Context: an optimization exercise on an open-source flow, tuned for small area, a short achievable clock period and few clock cycles per item. The choices shown serve that exercise and are no tape-out recipe.
In this exercise RTL edits were held to simulation tests only and were not proved equivalent to the original.

==> v20 <==
// conv3x3_stream_engine
module conv3x3_stream_engine #(
    parameter int BIT_DEPTH = 8,
    parameter int IMG_W     = 28,
    parameter int IMG_H     = 28,
    parameter int ACC_W     = 20,
    parameter int ADDR_W    = 10
) (
    input  logic                 clk,
    input  logic                 rst,
    input  logic                 kernel_wr_en,
    input  logic [3:0]           kernel_wr_addr,
    input  logic [BIT_DEPTH-1:0] kernel_wr_data,
    input  logic                 start,
    input  logic [1:0]           stride,
    input  logic                 relu_en,
    input  logic [4:0]           shift_amt,
    input  logic                 pix_valid,
    input  logic [BIT_DEPTH-1:0] pix_data,
    output logic                 pix_ready,
    output logic                 out_valid,
    output logic [BIT_DEPTH-1:0] out_data,
    output logic [ADDR_W-1:0]    out_addr,
    input  logic                 out_ready,
    output logic                 busy,
    output logic                 done
);
export LEC_CHECK = 0
export CAP_MARGIN = 50
export CORE_MARGIN = 2
export CORE_UTILIZATION = 40
export CTS_BUF_LIST = sky130_fd_sc_hd__clkbuf_8
export CTS_CLUSTER_DIAMETER = 50
export CTS_CLUSTER_SIZE = 14
export SLEW_MARGIN = 70
export SYNTH_HIERARCHICAL = 1
create_clock -name core_clock -period 13.0 [get_ports {clk}]
standard.sh (not shown) runs the stock make flow with config.mk's settings and CLKGATE_MAP_FILE= SYNTH_SCRIPT=/design/flow/synth_recipe.tcl, a recipe that flattens the netlist after the stock synthesis.
==> flow/flow/run.sh <==
#!/bin/bash
# Own layout flow: the standard synthesis and layout, with two changes to
# how the layout is made:
#  - ports are buffered with sky130_fd_sc_hd__buf_2 instead of the default
#    buffer the flow picks (a slow clock-delay cell);
#  - delay cells (clkdlybuf*, dlygate*, dlymetal*) are not used by the
#    resizer's slew/capacitance repair on signal nets.
# Each run of standard.sh writes its full output to a log file here.
set -euo pipefail
bash standard.sh synth > synth.log 2>&1
export BUFFER_PORTS_ARGS="-buffer_cell sky130_fd_sc_hd__buf_2"
export DONT_USE_CELLS="sky130_fd_sc_hd__clkdlybuf4s15_1 sky130_fd_sc_hd__clkdlybuf4s15_2 sky130_fd_sc_hd__clkdlybuf4s18_1 sky130_fd_sc_hd__clkdlybuf4s18_2 sky130_fd_sc_hd__clkdlybuf4s25_1 sky130_fd_sc_hd__clkdlybuf4s25_2 sky130_fd_sc_hd__clkdlybuf4s50_1 sky130_fd_sc_hd__clkdlybuf4s50_2 sky130_fd_sc_hd__dlygate4sd1_1 sky130_fd_sc_hd__dlygate4sd2_1 sky130_fd_sc_hd__dlygate4sd3_1 sky130_fd_sc_hd__dlymetal6s2s_1 sky130_fd_sc_hd__dlymetal6s4s_1 sky130_fd_sc_hd__dlymetal6s6s_1"
bash standard.sh > layout.log 2>&1
==> v18: changes against v20 <==
--- a/flow/design.v
+++ b/flow/design.v
@@ -93,30 +93,21 @@
             if (col_in == 5'd27) begin
                 col_in <= 5'd0;
                 row_in <= row_in + 5'd1;
             end else begin
                 col_in <= col_in + 5'd1;
             end
         end
     end
-    logic       rst_q, kw_v;
-    logic [3:0] kw_a;
-    logic [7:0] kw_d;
-    always_ff @(posedge clk) begin
-        rst_q <= rst;
-        kw_a  <= kernel_wr_addr;
-        kw_d  <= kernel_wr_data;
-        if (!rst) kw_v <= 1'b0;
-        else      kw_v <= !bsy && kernel_wr_en && (kernel_wr_addr < 4'd9);
-    end
-    wire [7:0] kw_dr = rst_q ? kw_d : 8'd0;
+    wire [7:0] kw_dr = rst ? kernel_wr_data : 8'd0;
+    wire       kw_go = !bsy && kernel_wr_en;
     always_ff @(posedge clk) begin
         for (int i = 0; i < 9; i++) begin
-            if (!rst_q || (kw_v && kw_a == 4'(i))) kr[i] <= kw_dr;
+            if (!rst || (kw_go && kernel_wr_addr == 4'(i))) kr[i] <= kw_dr;
         end
     end
     logic [7:0]      px_d;
     logic            px_v, px_e;
     logic [8*58-1:0] lbc;
     always_ff @(posedge clk) begin
         px_d <= pix_data;
         if (px_v) lbc <= {lbc[8*57-1:0], px_d};
==> flow/config.mk (replaced) <==
export PLATFORM = sky130hd
export DESIGN_NAME = conv3x3_stream_engine
export DESIGN_NICKNAME = conv3x3_stream_engine
export VERILOG_FILES = /design/flow/design.v
export SDC_FILE = /design/flow/constraint.sdc
export NUM_CORES = 4
export LEC_CHECK = 0
export CAP_MARGIN = 40
export CORE_MARGIN = 2
export CORE_UTILIZATION = 60
export CTS_BUF_LIST = sky130_fd_sc_hd__clkbuf_8
export CTS_CLUSTER_DIAMETER = 50
export CTS_CLUSTER_SIZE = 14
export SLEW_MARGIN = 55
export SYNTH_HIERARCHICAL = 1
==> notes.md <==
# TYPE chip_impl_metric gauge
chip_impl_metric{name="clock_net_power",unit="mW"} 1.56
chip_impl_metric{name="start_util",unit=""} 0.403
chip_impl_info{name="final_cell_mix",value="edfxtp_1, nand2_1, fa_1"} 1
chip_impl_metric{name="die-height",unit="um"} 316
chip_impl_info{name="outcome",value="timing/DRC/antenna clean"} 1
chip_impl_metric{name="non_clock_buffer_count",unit=""} 256
chip_impl_metric{name="swShare",unit=""} 0.407
chip_impl_info{name="critical_path.top_delay_family",value="flip-flops"} 1
-- figures above: v20

==> notes.md <==
# TYPE chip_impl_metric gauge
chip_impl_metric{name="worstPathMaxFanout",unit=""} 10
chip_impl_metric{name="start_util",unit=""} 0.609
chip_impl_metric{name="die-height",unit="um"} 258
chip_impl_metric{name="clock_net_power",unit="mW"} 1.51
chip_impl_info{name="outcome",value="timing/DRC/antenna clean"} 1
chip_impl_info{name="final_cell_mix",value="edfxtp_1, fa_1, nand2_1"} 1
chip_impl_metric{name="global_placer_s_final_weighted_congestion",unit=""} 1.02
chip_impl_metric{name="ir_drop_worst_vdd",unit="mV"} 0.508
chip_impl_metric{name="power.switching",unit="mW"} 4.93
chip_impl_metric{name="non_clock_buffer_count",unit=""} 95
chip_impl_metric{name="swShare",unit=""} 0.409
-- figures above: v18

Testbench counts of v20, summed over its fixed seeds: cycles 25,476, items 14,027.
Testbench counts of v18, summed over its fixed seeds: cycles 25,476, items 14,027.

[re-timing with driven ports]
The results above use ideal ports. As a check the final layouts listed here were re-extracted and re-timed, cells and wires unchanged. Step 1 assumes that a clkbuf_16 drives the clock port and a buf_2 every other input. Step 2 adds t to the input delays and takes it off the output delays; t is the mean of the earliest and latest rising clock arrival at the registers after step 1. Input paths then give back, and output paths get back, about the clock's delay inside the block. Three values: ideal, step 1, step 2; two values: the first two.
| run | t (ns) | setup WS [ns] | pins driven straight from the clock port |
|---|---|---|---|
| v20 | 0.791 | 9.079 / 9.017 / 8.376 | 1 |
| v18 | 0.756 | 9.031 / 8.991 / 8.314 | 1 |
After both steps setup and hold are still met in every run listed. The setup slack of v18, which loses most, moves by -0.040 ns with the drivers and by -0.717 ns with both steps.
